This design comes from an exercise in tuning for small area, a short achievable clock period and few clock cycles per item on the open sky130 flow, not from production work.
The RTL was checked by simulation tests, not by an equivalence proof against the original design.
Power and IR drop assume default switching activity.

File: design/flow/config.mk
export PLATFORM = sky130hd
export DESIGN_NAME = date_text_to_day_number
export DESIGN_NICKNAME = date_text_to_day_number
export VERILOG_FILES = /design/flow/design.v
export SDC_FILE = /design/flow/constraint.sdc
export NUM_CORES = 4
export LEC_CHECK = 0
export ABC_CLOCK_PERIOD_IN_PS = 4000
export CAP_MARGIN = 20
export CORE_MARGIN = 2
export CORE_UTILIZATION = 40
export SETUP_SLACK_MARGIN = 3.0
export SLEW_MARGIN = 20
File: design/flow/constraint.sdc
create_clock -name core_clock -period 7.5 [get_ports {i_clk}]
set_input_delay 1.5000 -clock core_clock [delete_from_list [all_inputs] [get_ports {i_clk}]]
set_output_delay 1.5000 -clock core_clock [all_outputs]
set_load 0.01 [all_outputs]
File: design/flow/design.v
`timescale 1ns / 1ps
`default_nettype none
package dtdn_pkg;
    function automatic logic [8:0] cum_days(input logic [3:0] k);
        cum_days = ({9{k == 4'd2}} & 9'd31)
            | ({9{k == 4'd3}} & 9'd59)
            | ({9{k == 4'd4}} & 9'd90)
            | ({9{k == 4'd5}} & 9'd120)
            | ({9{k == 4'd6}} & 9'd151)
            | ({9{k == 4'd7}} & 9'd181)
            | ({9{k == 4'd8}} & 9'd212)
            | ({9{k == 4'd9}} & 9'd243)
            | ({9{k == 4'd10}} & 9'd273)
            | ({9{k == 4'd11}} & 9'd304)
            | ({9{k == 4'd12}} & 9'd334);
    endfunction
    function automatic logic [21:0] tab0(input logic [3:0] k);
        tab0 = ({22{k == 4'd0}} & 22'd3554400)
            | ({22{k == 4'd1}} & 22'd3919642)
            | ({22{k == 4'd2}} & 22'd90581)
            | ({22{k == 4'd3}} & 22'd455823)
            | ({22{k == 4'd4}} & 22'd821066)
            | ({22{k == 4'd5}} & 22'd1186308)
            | ({22{k == 4'd6}} & 22'd1551551)
            | ({22{k == 4'd7}} & 22'd1916793)
            | ({22{k == 4'd8}} & 22'd2282036)
            | ({22{k == 4'd9}} & 22'd2647278);
    endfunction
    function automatic logic [21:0] tab1(input logic [4:0] k);
        tab1 = ({22{k == 5'd1}} & 22'd36524)
            | ({22{k == 5'd2}} & 22'd73048)
            | ({22{k == 5'd3}} & 22'd109572)
            | ({22{k == 5'd4}} & 22'd146097)
            | ({22{k == 5'd5}} & 22'd182621)
            | ({22{k == 5'd6}} & 22'd219145)
            | ({22{k == 5'd7}} & 22'd255669)
            | ({22{k == 5'd8}} & 22'd292194)
            | ({22{k == 5'd9}} & 22'd328718)
            | ({22{k == 5'd17}} & 22'd36524)
            | ({22{k == 5'd18}} & 22'd73049)
            | ({22{k == 5'd19}} & 22'd109573)
            | ({22{k == 5'd20}} & 22'd146097)
            | ({22{k == 5'd21}} & 22'd182621)
            | ({22{k == 5'd22}} & 22'd219146)
            | ({22{k == 5'd23}} & 22'd255670)
            | ({22{k == 5'd24}} & 22'd292194)
            | ({22{k == 5'd25}} & 22'd328718);
    endfunction
    function automatic logic [21:0] tab2(input logic [3:0] k);
        tab2 = ({22{k == 4'd1}} & 22'd3652)
            | ({22{k == 4'd2}} & 22'd7305)
            | ({22{k == 4'd3}} & 22'd10957)
            | ({22{k == 4'd4}} & 22'd14610)
            | ({22{k == 4'd5}} & 22'd18262)
            | ({22{k == 4'd6}} & 22'd21915)
            | ({22{k == 4'd7}} & 22'd25567)
            | ({22{k == 4'd8}} & 22'd29220)
            | ({22{k == 4'd9}} & 22'd32872);
    endfunction
    function automatic logic [21:0] tab3(input logic [7:0] k);
        tab3 = ({22{k == 8'd0}} & 22'd4194303)
            | ({22{k == 8'd1}} & 22'd365)
            | ({22{k == 8'd2}} & 22'd730)
            | ({22{k == 8'd3}} & 22'd1095)
            | ({22{k == 8'd4}} & 22'd1460)
            | ({22{k == 8'd5}} & 22'd1826)
            | ({22{k == 8'd6}} & 22'd2191)
            | ({22{k == 8'd7}} & 22'd2556)
            | ({22{k == 8'd8}} & 22'd2921)
            | ({22{k == 8'd9}} & 22'd3287)
            | ({22{k == 8'd17}} & 22'd365)
            | ({22{k == 8'd18}} & 22'd730)
            | ({22{k == 8'd19}} & 22'd1095)
            | ({22{k == 8'd20}} & 22'd1461)
            | ({22{k == 8'd21}} & 22'd1826)
            | ({22{k == 8'd22}} & 22'd2191)
            | ({22{k == 8'd23}} & 22'd2556)
            | ({22{k == 8'd24}} & 22'd2922)
            | ({22{k == 8'd25}} & 22'd3287)
            | ({22{k == 8'd32}} & 22'd4194303)
            | ({22{k == 8'd33}} & 22'd365)
            | ({22{k == 8'd34}} & 22'd730)
            | ({22{k == 8'd35}} & 22'd1095)
            | ({22{k == 8'd36}} & 22'd1460)
            | ({22{k == 8'd37}} & 22'd1826)
            | ({22{k == 8'd38}} & 22'd2191)
            | ({22{k == 8'd39}} & 22'd2556)
            | ({22{k == 8'd40}} & 22'd2921)
            | ({22{k == 8'd41}} & 22'd3287)
            | ({22{k == 8'd49}} & 22'd365)
            | ({22{k == 8'd50}} & 22'd730)
            | ({22{k == 8'd51}} & 22'd1095)
            | ({22{k == 8'd52}} & 22'd1461)
            | ({22{k == 8'd53}} & 22'd1826)
            | ({22{k == 8'd54}} & 22'd2191)
            | ({22{k == 8'd55}} & 22'd2556)
            | ({22{k == 8'd56}} & 22'd2922)
            | ({22{k == 8'd57}} & 22'd3287)
            | ({22{k == 8'd65}} & 22'd365)
            | ({22{k == 8'd66}} & 22'd730)
            | ({22{k == 8'd67}} & 22'd1095)
            | ({22{k == 8'd68}} & 22'd1460)
            | ({22{k == 8'd69}} & 22'd1826)
            | ({22{k == 8'd70}} & 22'd2191)
            | ({22{k == 8'd71}} & 22'd2556)
            | ({22{k == 8'd72}} & 22'd2921)
            | ({22{k == 8'd73}} & 22'd3287)
            | ({22{k == 8'd81}} & 22'd365)
            | ({22{k == 8'd82}} & 22'd730)
            | ({22{k == 8'd83}} & 22'd1095)
            | ({22{k == 8'd84}} & 22'd1461)
            | ({22{k == 8'd85}} & 22'd1826)
            | ({22{k == 8'd86}} & 22'd2191)
            | ({22{k == 8'd87}} & 22'd2556)
            | ({22{k == 8'd88}} & 22'd2922)
            | ({22{k == 8'd89}} & 22'd3287)
            | ({22{k == 8'd96}} & 22'd4194303)
            | ({22{k == 8'd97}} & 22'd365)
            | ({22{k == 8'd98}} & 22'd730)
            | ({22{k == 8'd99}} & 22'd1095)
            | ({22{k == 8'd100}} & 22'd1460)
            | ({22{k == 8'd101}} & 22'd1826)
            | ({22{k == 8'd102}} & 22'd2191)
            | ({22{k == 8'd103}} & 22'd2556)
            | ({22{k == 8'd104}} & 22'd2921)
            | ({22{k == 8'd105}} & 22'd3287)
            | ({22{k == 8'd113}} & 22'd365)
            | ({22{k == 8'd114}} & 22'd730)
            | ({22{k == 8'd115}} & 22'd1095)
            | ({22{k == 8'd116}} & 22'd1461)
            | ({22{k == 8'd117}} & 22'd1826)
            | ({22{k == 8'd118}} & 22'd2191)
            | ({22{k == 8'd119}} & 22'd2556)
            | ({22{k == 8'd120}} & 22'd2922)
            | ({22{k == 8'd121}} & 22'd3287)
            | ({22{k == 8'd129}} & 22'd365)
            | ({22{k == 8'd130}} & 22'd730)
            | ({22{k == 8'd131}} & 22'd1096)
            | ({22{k == 8'd132}} & 22'd1461)
            | ({22{k == 8'd133}} & 22'd1826)
            | ({22{k == 8'd134}} & 22'd2191)
            | ({22{k == 8'd135}} & 22'd2557)
            | ({22{k == 8'd136}} & 22'd2922)
            | ({22{k == 8'd137}} & 22'd3287)
            | ({22{k == 8'd145}} & 22'd365)
            | ({22{k == 8'd146}} & 22'd731)
            | ({22{k == 8'd147}} & 22'd1096)
            | ({22{k == 8'd148}} & 22'd1461)
            | ({22{k == 8'd149}} & 22'd1826)
            | ({22{k == 8'd150}} & 22'd2192)
            | ({22{k == 8'd151}} & 22'd2557)
            | ({22{k == 8'd152}} & 22'd2922)
            | ({22{k == 8'd153}} & 22'd3287)
            | ({22{k == 8'd161}} & 22'd365)
            | ({22{k == 8'd162}} & 22'd730)
            | ({22{k == 8'd163}} & 22'd1096)
            | ({22{k == 8'd164}} & 22'd1461)
            | ({22{k == 8'd165}} & 22'd1826)
            | ({22{k == 8'd166}} & 22'd2191)
            | ({22{k == 8'd167}} & 22'd2557)
            | ({22{k == 8'd168}} & 22'd2922)
            | ({22{k == 8'd169}} & 22'd3287)
            | ({22{k == 8'd177}} & 22'd365)
            | ({22{k == 8'd178}} & 22'd731)
            | ({22{k == 8'd179}} & 22'd1096)
            | ({22{k == 8'd180}} & 22'd1461)
            | ({22{k == 8'd181}} & 22'd1826)
            | ({22{k == 8'd182}} & 22'd2192)
            | ({22{k == 8'd183}} & 22'd2557)
            | ({22{k == 8'd184}} & 22'd2922)
            | ({22{k == 8'd185}} & 22'd3287)
            | ({22{k == 8'd193}} & 22'd365)
            | ({22{k == 8'd194}} & 22'd730)
            | ({22{k == 8'd195}} & 22'd1096)
            | ({22{k == 8'd196}} & 22'd1461)
            | ({22{k == 8'd197}} & 22'd1826)
            | ({22{k == 8'd198}} & 22'd2191)
            | ({22{k == 8'd199}} & 22'd2557)
            | ({22{k == 8'd200}} & 22'd2922)
            | ({22{k == 8'd201}} & 22'd3287)
            | ({22{k == 8'd209}} & 22'd365)
            | ({22{k == 8'd210}} & 22'd731)
            | ({22{k == 8'd211}} & 22'd1096)
            | ({22{k == 8'd212}} & 22'd1461)
            | ({22{k == 8'd213}} & 22'd1826)
            | ({22{k == 8'd214}} & 22'd2192)
            | ({22{k == 8'd215}} & 22'd2557)
            | ({22{k == 8'd216}} & 22'd2922)
            | ({22{k == 8'd217}} & 22'd3287)
            | ({22{k == 8'd224}} & 22'd4194303)
            | ({22{k == 8'd225}} & 22'd365)
            | ({22{k == 8'd226}} & 22'd730)
            | ({22{k == 8'd227}} & 22'd1096)
            | ({22{k == 8'd228}} & 22'd1461)
            | ({22{k == 8'd229}} & 22'd1826)
            | ({22{k == 8'd230}} & 22'd2191)
            | ({22{k == 8'd231}} & 22'd2557)
            | ({22{k == 8'd232}} & 22'd2922)
            | ({22{k == 8'd233}} & 22'd3287)
            | ({22{k == 8'd241}} & 22'd365)
            | ({22{k == 8'd242}} & 22'd731)
            | ({22{k == 8'd243}} & 22'd1096)
            | ({22{k == 8'd244}} & 22'd1461)
            | ({22{k == 8'd245}} & 22'd1826)
            | ({22{k == 8'd246}} & 22'd2192)
            | ({22{k == 8'd247}} & 22'd2557)
            | ({22{k == 8'd248}} & 22'd2922)
            | ({22{k == 8'd249}} & 22'd3287);
    endfunction
endpackage
`default_nettype wire
`timescale 1ns / 1ps
`timescale 1ns / 1ps
`timescale 1ns / 1ps
`timescale 1ns / 1ps
`default_nettype none
module date_text_to_day_number (
    input  wire logic   i_clk,
    input  wire logic   i_rst_n,
    input  wire logic          i_char_valid,
    output logic               o_char_ready,
    input  wire logic [7:0]    i_char_code,
    input  wire logic          i_char_last,
    output logic               o_day_valid,
    input  wire logic          i_day_ready,
    output logic [21:0]        o_day_number,
    output logic               o_day_status
);
    localparam logic [3:0] S_M0 = 4'd0, S_M1 = 4'd1, S_M2 = 4'd2,
                           S_D0 = 4'd4, S_D1 = 4'd5, S_D2 = 4'd6,
                           S_Y0 = 4'd8, S_Y1 = 4'd9, S_Y2 = 4'd10, S_Y3 = 4'd11,
                           S_OK = 4'd12, S_BAD = 4'd13;
    logic       r_rdy;
    logic       e_v, e_dig, e_sl, e_last;
    logic [3:0] e_d;
    logic [3:0]  r_st;
    logic [3:0]  r_mon;
    logic        r_mbad;
    logic [6:0]  r_day;
    logic [8:0]  r_base;
    logic        r_f1;       
    logic        r_codd;     
    logic        r_cz;       
    logic        r_gt, r_eq;  
    logic [21:0] r_acc;
    logic        r_status;
    logic        r_ov;
    logic        yd;         
    logic [1:0]  pos;        
    logic        acc_evt, consume, fin;
    logic [3:0]  n_st;
    logic [3:0]  n_mon;
    logic        n_mbad;
    logic [6:0]  n_day;
    logic [21:0] op1, op2, sum;
    logic        ok;
    logic        n_gt, n_eq;
    logic [3:0]  ref_d;
    logic        ov_next;
    logic        ev_next_v, ev_next_dig, ev_next_last, first_next;
    logic        in_dig, in_sl;
    always_comb begin
        yd  = e_dig && ((r_st[3:2] == 2'b10) || (r_st == S_D2));
        pos = (r_st == S_D2) ? 2'd0 : r_st[1:0];
        acc_evt = e_last || yd;
        consume = e_v && !(acc_evt && r_ov);
        fin     = consume && e_last;
        n_st   = r_st;
        n_mon  = r_mon;
        n_mbad = r_mbad;
        n_day  = r_day;
        case (r_st)
            S_M0: begin
                if (e_dig)     begin n_st = S_M1; n_mon = e_d; end
                else if (e_sl) n_st = S_D0;
                else           n_st = S_BAD;
            end
            S_M1: begin
                if (e_dig) begin
                    n_st = S_M2;
                    if (r_mon == 4'd0)                        n_mon = e_d;
                    else if (r_mon == 4'd1 && e_d <= 4'd2)     n_mon = 4'd10 + e_d;
                    else                                       n_mbad = 1'b1;
                end
                else if (e_sl) n_st = S_D0;
                else           n_st = S_BAD;
            end
            S_M2: begin
                if (e_dig)     begin n_st = S_D1; n_day = {3'd0, e_d}; end
                else if (e_sl) n_st = S_D0;
                else           n_st = S_BAD;
            end
            S_D0: begin
                if (e_dig)     begin n_st = S_D1; n_day = {3'd0, e_d}; end
                else if (e_sl) n_st = S_Y0;
                else           n_st = S_BAD;
            end
            S_D1: begin
                if (e_dig)     begin n_st = S_D2; n_day = 7'(r_day * 7'd10 + {3'd0, e_d}); end
                else if (e_sl) n_st = S_Y0;
                else           n_st = S_BAD;
            end
            S_D2: begin
                if (e_dig)     n_st = S_Y1;
                else if (e_sl) n_st = S_Y0;
                else           n_st = S_BAD;
            end
            S_Y0, S_Y1, S_Y2: begin
                if (e_dig)     n_st = r_st + 4'd1;
                else           n_st = S_BAD;
            end
            S_Y3: begin
                if (e_dig)     n_st = S_OK;
                else           n_st = S_BAD;
            end
            S_OK:    ;
            default: n_st = S_BAD;
        endcase
        case (pos)
            2'd0:    ref_d = 4'd1;
            2'd1:    ref_d = 4'd7;
            2'd2:    ref_d = 4'd5;
            default: ref_d = 4'd2;
        endcase
        n_gt = r_gt;
        n_eq = r_eq;
        if (yd) begin
            if (pos == 2'd0 || r_eq) begin
                n_gt = (e_d > ref_d);
                n_eq = (e_d == ref_d);
            end
        end
        op1 = (pos == 2'd0) ? {13'd0, r_base} : r_acc;
        case (pos)
            2'd0:    op2 = dtdn_pkg::tab0(e_d);
            2'd1:    op2 = dtdn_pkg::tab1({r_f1, e_d});
            2'd2:    op2 = dtdn_pkg::tab2(e_d);
            default: op2 = dtdn_pkg::tab3({r_codd, r_cz, r_f1, (r_mon > 4'd2), e_d});
        endcase
        sum = yd ? 22'(op1 + op2) : r_acc;
        ok  = (n_st == S_OK) && (n_gt || n_eq) && !r_mbad;
    end
    assign in_dig = (i_char_code[7:4] == 4'h3) && (i_char_code[3:0] <= 4'd9);
    assign in_sl  = (i_char_code == 8'h2F);
    always_comb begin
        ov_next = (r_ov && !i_day_ready) || fin;
        if (r_rdy) begin
            ev_next_v    = i_char_valid;
            ev_next_dig  = in_dig;
            ev_next_last = i_char_last;
        end else begin
            ev_next_v    = e_v && !consume;
            ev_next_dig  = e_dig;
            ev_next_last = e_last;
        end
        first_next = consume ? e_last : (r_st == S_M0);
    end
    always_ff @(posedge i_clk) begin
        if (!i_rst_n) begin
            e_v   <= 1'b0;
            r_rdy <= 1'b1;
        end else begin
            e_v   <= ev_next_v;
            r_rdy <= !(ov_next && ev_next_v &&
                       (ev_next_last || (ev_next_dig && !first_next)));
        end
    end
    always_ff @(posedge i_clk) begin
        if (r_rdy) begin
            e_dig  <= in_dig;
            e_sl   <= in_sl;
            e_last <= i_char_last;
            e_d    <= i_char_code[3:0];
        end
    end
    always_ff @(posedge i_clk) begin
        if (!i_rst_n) begin
            r_st   <= S_M0;
            r_mon  <= 4'd0;
            r_mbad <= 1'b0;
            r_day  <= 7'd0;
            r_ov   <= 1'b0;
        end else begin
            r_ov <= ov_next;
            if (consume) begin
                if (e_last) begin
                    r_st   <= S_M0;
                    r_mon  <= 4'd0;
                    r_mbad <= 1'b0;
                    r_day  <= 7'd0;
                end else begin
                    r_st   <= n_st;
                    r_mon  <= n_mon;
                    r_mbad <= n_mbad;
                    r_day  <= n_day;
                end
            end
        end
    end
    always_ff @(posedge i_clk) begin
        r_base <= 9'(dtdn_pkg::cum_days(r_mon) + {2'd0, (consume ? n_day : r_day)});
        if (consume && yd) begin
            r_gt <= n_gt;
            r_eq <= n_eq;
            case (pos)
                2'd0: r_f1 <= e_d[0];
                2'd1: r_f1 <= !e_d[0] && (e_d[1] == r_f1);
                2'd2: begin
                    r_codd <= e_d[0];
                    r_cz   <= (e_d == 4'd0);
                end
                default: ;
            endcase
        end
        if (consume && (yd || e_last)) begin
            r_acc <= (e_last && !ok) ? 22'd0 : sum;
        end
        if (fin) begin
            r_status <= !ok;
        end
    end
    assign o_char_ready = r_rdy;
    assign o_day_valid  = r_ov;
    assign o_day_number = r_acc;
    assign o_day_status = r_status;
endmodule
`default_nettype wire
File: design/flow/run.sh
#!/bin/bash
# synth_recipe.tcl (not shown) runs the flow's synth.tcl, then flattens the netlist and writes it again
# the make line also repeats each setting of config.mk as NAME=value (left out here)
make -C /OpenROAD-flow-scripts/flow DESIGN_CONFIG=/design/flow/config.mk WORK_HOME=/design/flow/orfs CLKGATE_MAP_FILE= SYNTH_SCRIPT=/design/flow/synth_recipe.tcl finish
==> flow_summary.json, run 1 <==
{
  "status": "no timing/DRC/antenna violations",
  "yosys_warnings": 1,
  "top_layer": "met4",
  "cts_root_buffer": "clkbuf_16",
  "worst_slew_pin_slew_ns": 0.8457,
  "syn-num-nets": 1039,
  "drv_slew": 0,
  "dieArea_um2": 19700,
  "grt_max_degree": 39,
  "grt_pass1_vias": 7287,
  "die_w_um": 140.4,
  "grt_usage": 0.2554,
  "ys_top_cells_by_count": "nor2_1, a21oi_1, nand2_1, o21ai_0, ha_1",
  "globalRoute.totalOverflow": 0,
  "max_slew_margin": 0.4362,
  "clock_path_buffers": 2,
  "rows": 49,
  "dr_wl_met3_mm": 2.590,
  "ctsHoldBuffers": 0,
  "ant_nets": 0,
  "required_ns": 7.58,
  "ys_seq_elements": 63,
  "irDropWorstVdd_mv": 0.1128,
  "r2r_cells": 14,
  "grt_antenna_before_repair": 0,
  "setup_total_negative_slack_ns": 0,
  "synth_cell_type_count": 94,
  "die_h_um": 140.4,
  "place_area_um2": 7906,
  "crit_arrival_ns": 4.53,
  "ys_seq_area_frac": 0.2140,
  "drc": 0,
  "routedWlPerCell_um": 20.73,
  "rr_startpoint": "e_d[1]",
  "hp-class": "flip-flop to flip-flop",
  "final-setup-viol-count": 0,
  "power_density_nw_per_um2": 132.2,
  "clk_pin_slew_worst_paths_ns": 0.06,
  "first_pass_iters": 9,
  "synth_most_common_cell": "nor2_1",
  "path_max_fanout": 16,
  "fin_util": 0.4789,
  "endpoint_kind": "flip-flop",
  "rsz0062_at_grt": "no",
  "worstSetupEndpoint": "r_acc[14]",
  "final_cells": 1227,
  "yosys.area.top_type": "edfxtp_1",
  "synth_cells": 976,
  "nNetsFinal": 1056,
  "synth-main-ff-cell": "edfxtp_1",
  "critPathLaunch": "e_d[1]",
  "drv_cap": 0,
  "final.min_clock_period_ns": 4.447,
  "wl_met1_mm": 11.46,
  "min_period_over_period": 0.5930,
  "drtIter0Drc": 1227,
  "coreArea_um2": 18090,
  "initial_core_util": 0.4112,
  "drive_above_1_share": 0.1363,
  "cts_buffers": 9,
  "finClkSkew_ns": 0.01631,
  "via_count": 8076,
  "p_leak_uw": 0.003168,
  "dp_hpwl_mm": 17.93,
  "dp.cells": 1189,
  "cp-start-kind": "flip-flop",
  "timing.rr.end": "r_acc[14]",
  "cts_tree": "done",
  "clock_sinks": 63,
  "insertion_delay_ns": 0.35,
  "wirelength_mm": 25.43,
  "h-tree-depth": 3,
  "yosys-top-cells-area": "edfxtp_1, dfxtp_1, ha_1",
  "io_pins": 38,
  "syn_avg_cell_area_um2": 7.620,
  "grt_first_pass_wirelength_mm": 40.41,
  "async_flop_share": 0,
  "synth.top_cell.area_share": 0.1332,
  "n_antenna_cell": 0,
  "syn2layout_area_growth_pct": 16.47,
  "dr_wl_met2_mm": 10.37,
  "r2r_setup_slack_ns": 3.05,
  "place.gp.congestion": 1.010,
  "synth_area_um2": 7437,
  "viasPerCell": 6.582,
  "fin_area_um2": 8662,
  "hold_viol_final": 0,
  "total_power_uw": 1145,
  "port_buffers": 37,
  "max_freq_ghz": 0.2249,
  "critPathKind": "flip-flop to flip-flop",
  "synth-edff-count": 33
}
==> how the worst min path moves through the flow <==
stage                   from  endpoint  cells past startpoint
floorplan             r_mbad    r_mbad                      2
global placement    r_day[6]  r_day[6]                      2
detailed placement    r_mbad    r_mbad                      2
CTS                   r_mbad    r_mbad                      2
global route        r_day[6]  r_day[6]                      2
finish              r_day[6]  r_day[6]                      2
==> area by class of cell <==
class                   count  area [um2]
clock buffers              10       250.2
clock inverters             6       90.09
fillers                  1743        9424
inverters                  39       157.7
multi-input cells         805        5597
flip-flops and latches     63        1599
well taps                 229       286.5
repair buffers             75       681.9
==> flip-flops by register name (all words and copies together) (netlist names), 4 cells and up <==
register and count:
r_acc 22, r_base 9, e_d 4, r_mon 4, r_day 7, r_st 4
==> cells in the final DEF (no fill, tap or decap), drive strengths merged, types with 7 or more instances in the layout <==
cell type and instances:
nand2 73, nor3 29, mux2 15, or2 7
a22o 7, nor3b 11, clkdlybuf4s50 37, nor4 7
a31oi 16, o22ai 15, edfxtp 33, a21oi 83
a22oi 7, and3 12, nand3 30, nand2b 14
nor2 94, nor2b 33, o31ai 8, buf 38
a2111oi 8, a21boi 8, dfxtp 30, inv 35
ha 46, a32oi 7, o21a 8, clkbuf 10
o21ai 70, or3 10, a221oi 10, a21o 10
and2 9, a211oi 18, xnor2 23, o211ai 16
==> stage by stage <==
stage | hold WS [ns] | setup WS, ns
final | 0.4778 | 3.053
after global routing | 0.5052 | 2.990
after CTS | 0.4826 | 3.006
after detailed placement | 0.4736 | 2.385
after global placement | 0.4582 | 2.309
after floorplan | 0.4319 | 3.188
==> power breakdown <==
part           internal [uW]  switching [uW]
Combinational            111             166
Clock                    312             170
Sequential               374            10.9
==> critical path, stage by stage (launching register included) <==
cell and delay, ns:
edfxtp_1 0.48, buf_4 0.24, and4b_2 0.35, a32oi_1 0.22
o22ai_1 0.22, a211oi_1 0.35, a31oi_1 0.19, ha_1 0.30
fa_1 0.50, a211oi_2 0.25, o21ai_0 0.21, nand4b_1 0.22
nand3_1 0.20, a2111oi_2 0.36, nor4_2 0.08
==> kinds of logic (layout without fill, tap and decap cells) <==
family                   Yosys count  count (layout)  share of synthesized area
AO/OA/AOI/OAI                    343             343                     0.3107
multiplexers                      16              16                    0.02406
flip-flops                        63              63                     0.2140
XOR/XNOR                          27              27                    0.03180
adder cells (fa/ha/maj)           53              53                    0.09219
buffers and inverters            108             130                    0.06107
AND/OR/NAND/NOR                  366             366                     0.2662
==> per-layer routing <==
metal / global-route usage / vias to the layer above
li1: - / 3741
met1: 0.3770 / 3720
met2: 0.3656 / 507
met3: 0.04650 / 108
met4: 0.1010 / 0
met5: 0 / -
==> timing repair <==
action | in CTS | in global routing
endpoints found under the hold margin | 0 | 0
setup buffers | 18 | 4
gates resized for setup | 28 | 35
setup endpoints to repair | 15 | 14
pin swaps | 3 | 1
Testbench counts, summed over its fixed seeds: cycles 28,540, items 3,200.
==> run 2: changes to the inputs <==
--- a/design/flow/config.mk
+++ b/design/flow/config.mk
@@ -5,9 +5,7 @@
 export SDC_FILE = /design/flow/constraint.sdc
 export NUM_CORES = 4
 export LEC_CHECK = 0
-export ABC_CLOCK_PERIOD_IN_PS = 4000
 export CAP_MARGIN = 20
 export CORE_MARGIN = 2
 export CORE_UTILIZATION = 40
-export SETUP_SLACK_MARGIN = 3.0
 export SLEW_MARGIN = 20
==> run 2 against run 1 <==
Compared with the run above: maximum frequency fell by 16%; combinational power down 6%; clock power is essentially flat; cell area fell by 4.8%; first-iteration DRC count decreased by 12%; flip-flop and latch count did not move; still clean; core utilization fell by 2.3 points; worst setup slack worse by 0.87 ns; non-clock buffer count is 22 lower; worst hold slack better by 0.0012 ns; sequential power about the same; die area unchanged.
==> flow_summary.json, run 2 <==
{
  "status": "no timing/DRC/antenna violations",
  "via_count": 7922,
  "nNetsFinal": 1034,
  "drtIter0Drc": 1083,
  "dp_hpwl_mm": 17.93,
  "clock_path_buffers": 2,
  "globalRoute.totalOverflow": 0,
  "grt_max_degree": 39,
  "drive_above_1_share": 0.07684,
  "cts-resized-gates": 0,
  "dieArea_um2": 19700,
  "ctsHoldBuffers": 0,
  "h-tree-depth": 3,
  "whs_path_depth": 2,
  "synth-main-ff-cell": "edfxtp_1",
  "setup_total_negative_slack_ns": 0,
  "insertion_delay_ns": 0.34,
  "die_h_um": 140.4,
  "drc": 0,
  "n_antenna_cell": 0,
  "synth_cell_type_count": 94,
  "nFillCells": 1779,
  "path_max_fanout": 19,
  "yosys-top-cells-area": "edfxtp_1, dfxtp_1, ha_1",
  "drv_cap": 0,
  "cts_buffers": 9,
  "syn-num-nets": 1039,
  "top_register": "r_acc",
  "synth_most_common_cell": "nor2_1",
  "ys_seq_elements": 63,
  "async_flop_share": 0,
  "grt_antenna_before_repair": 0,
  "required_ns": 7.63,
  "yosys_warnings": 1,
  "max_freq_ghz": 0.1880,
  "fin_area_um2": 8248,
  "final_cells": 1205,
  "cts_root_buffer": "clkbuf_16",
  "synth_area_um2": 7437,
  "hold_viol_final": 0,
  "post_cts_buffers": 0,
  "hp-class": "flip-flop to flip-flop",
  "clock_sinks": 63,
  "rows": 49,
  "synth_cells": 976,
  "cts_tree": "done",
  "syn2layout_area_growth_pct": 10.90,
  "syn_avg_cell_area_um2": 7.620,
  "final-setup-viol-count": 0,
  "final.setup.worst_slack_ns": 2.180,
  "worst_slew_pin_slew_ns": 1.187,
  "final_common_cell": "nor2_1",
  "routedWlPerCell_um": 20.61,
  "finClkSkew_ns": 0.01396,
  "coreArea_um2": 18090,
  "viasPerCell": 6.574,
  "dp.cells": 1189,
  "ys_top_cells_by_count": "nor2_1, a21oi_1, nand2_1, o21ai_0, ha_1",
  "most-common-layout-cells": "nor2_1, a21oi_1, nand2_1, o21ai_0, ha_1",
  "crit_arrival_ns": 5.45,
  "ys_seq_area_frac": 0.2140,
  "min_period_over_period": 0.7094,
  "clk_pin_slew_worst_paths_ns": 0.07,
  "wirelength_mm": 24.83,
  "largest_registers": "r_acc x22, r_base x9, r_day x7",
  "initial_core_util": 0.4112,
  "synth.top_cell.area_share": 0.1332,
  "r2r_cells": 14,
  "p_leak_uw": 0.003007,
  "critPathKind": "flip-flop to flip-flop",
  "grt_pass1_vias": 7098,
  "io_pins": 38,
  "grt_usage": 0.2495,
  "place.gp.congestion": 1.010,
  "largest_reg_flops": 22,
  "fin_util": 0.4560,
  "rsz0062_at_grt": "no",
  "place_area_um2": 7906,
  "final.min_clock_period_ns": 5.320,
  "first_pass_iters": 9,
  "dp_slack_ns": 2.385,
  "r2r_setup_slack_ns": 2.18,
  "power_density_nw_per_um2": 136.8,
  "drv_slew": 0,
  "synth-edff-count": 33,
  "port_buffers": 37,
  "yosys.area.top_type": "edfxtp_1",
  "cp-start-kind": "flip-flop",
  "ant_nets": 0,
  "irDropWorstVdd_mv": 0.1119,
  "max_slew_margin": 0.2064,
  "die_w_um": 140.4,
  "grt_first_pass_wirelength_mm": 39.47,
  "endpoint_kind": "flip-flop"
}
==> run 2: logic make-up (layout without fill, tap and decap cells) <==
kind of cell	Yosys count	count (layout)	synth area share
flip-flops	63	63	0.2140
XOR/XNOR	27	27	0.03180
AND/OR/NAND/NOR	366	366	0.2662
AO/OA/AOI/OAI	343	343	0.3107
buffers and inverters	108	108	0.06107
adder cells (fa/ha/maj)	53	53	0.09219
multiplexers	16	16	0.02406
==> run 2: layer usage <==
metal | share of wire | track usage | up-vias
met3 | 0.10 | 0.04957 | 97
met2 | 0.40 | 0.3589 | 503
met5 | 0 | 0 | -
met1 | 0.46 | 0.3686 | 3630
li1 | - | - | 3692
met4 | 0.035 | 0.08825 | 0
==> run 2: area by class of cell <==
class | instances | area [um2] | area share
multi-input combinational | 805 | 5393 | 0.6538
sequential | 63 | 1592 | 0.1930
timing repair buffer | 53 | 490.5 | 0.05947
tap | 229 | 286.5 | 0.03474
clock buffer | 10 | 250.2 | 0.03034
inverter | 39 | 146.4 | 0.01775
clock inverter | 6 | 90.09 | 0.01092
==> run 2: worst max-delay path, cell delays in order, from the launching register on <==
cell	delay [ns]
dfxtp_1	0.49
a211oi_2	0.88
buf_4	0.37
nor2_1	0.11
o211ai_1	0.29
nand3_1	0.12
nor4b_1	0.43
a41oi_1	0.27
ha_1	0.38
and2_1	0.19
a2111oi_0	0.14
or2_2	0.33
a211oi_1	0.62
nor2_1	0.10
a2111oi_0	0.37
==> run 2: through the flow <==
stage / hold WS (ns) / power [uW]
after floorplan: 0.4319 / 572.2
after CTS: 0.4826 / 1130
final: 0.4789 / 1128
after detailed placement: 0.4736 / 644.5
after global routing: 0.5052 / 1178
after global placement: 0.4582 / 647.7
==> run 2: worst paths after layout <==
kind / end / start
worst max-delay path: r_acc[17] / r_mon[2]
worst min register to register: r_day[6] / r_day[6]
worst min-delay path: r_day[6] / r_day[6]
worst max register to register: r_acc[17] / r_mon[2]
==> run 2: power by group <==
group / leakage [uW] / internal (uW) / switching (uW)
sequential: 0.000556 / 374 / 12.3
combinational: 0.00229 / 101 / 159
clock: 0.000166 / 312 / 169

port drivers added, routing unchanged:
The results above use ideal ports. As a check the final layouts listed here were re-extracted and re-timed, cells and wires unchanged.
Step 1, drivers: a clkbuf_16 drives i_clk and a buf_2 each remaining input, both assumed.
Step 2, shift: input delay + t, output delay - t, t = (earliest + latest rising clock arrival at the registers) / 2. This alone moves slack from input paths to output paths.
a / b / c = ideal ports / drivers / drivers and shift; a / b = the first two.
run | t, ns | setup slack, ns | worst setup path after step 2 | worst register clock-pin slew, ns
run 1 | 0.380 | 3.053 / 3.053 / 3.053 | register to register | 0.07 / 0.07
run 2 | 0.378 | 2.180 / 2.180 / 2.180 | register to register | 0.07 / 0.07
After both steps setup and hold are still met in every run listed.
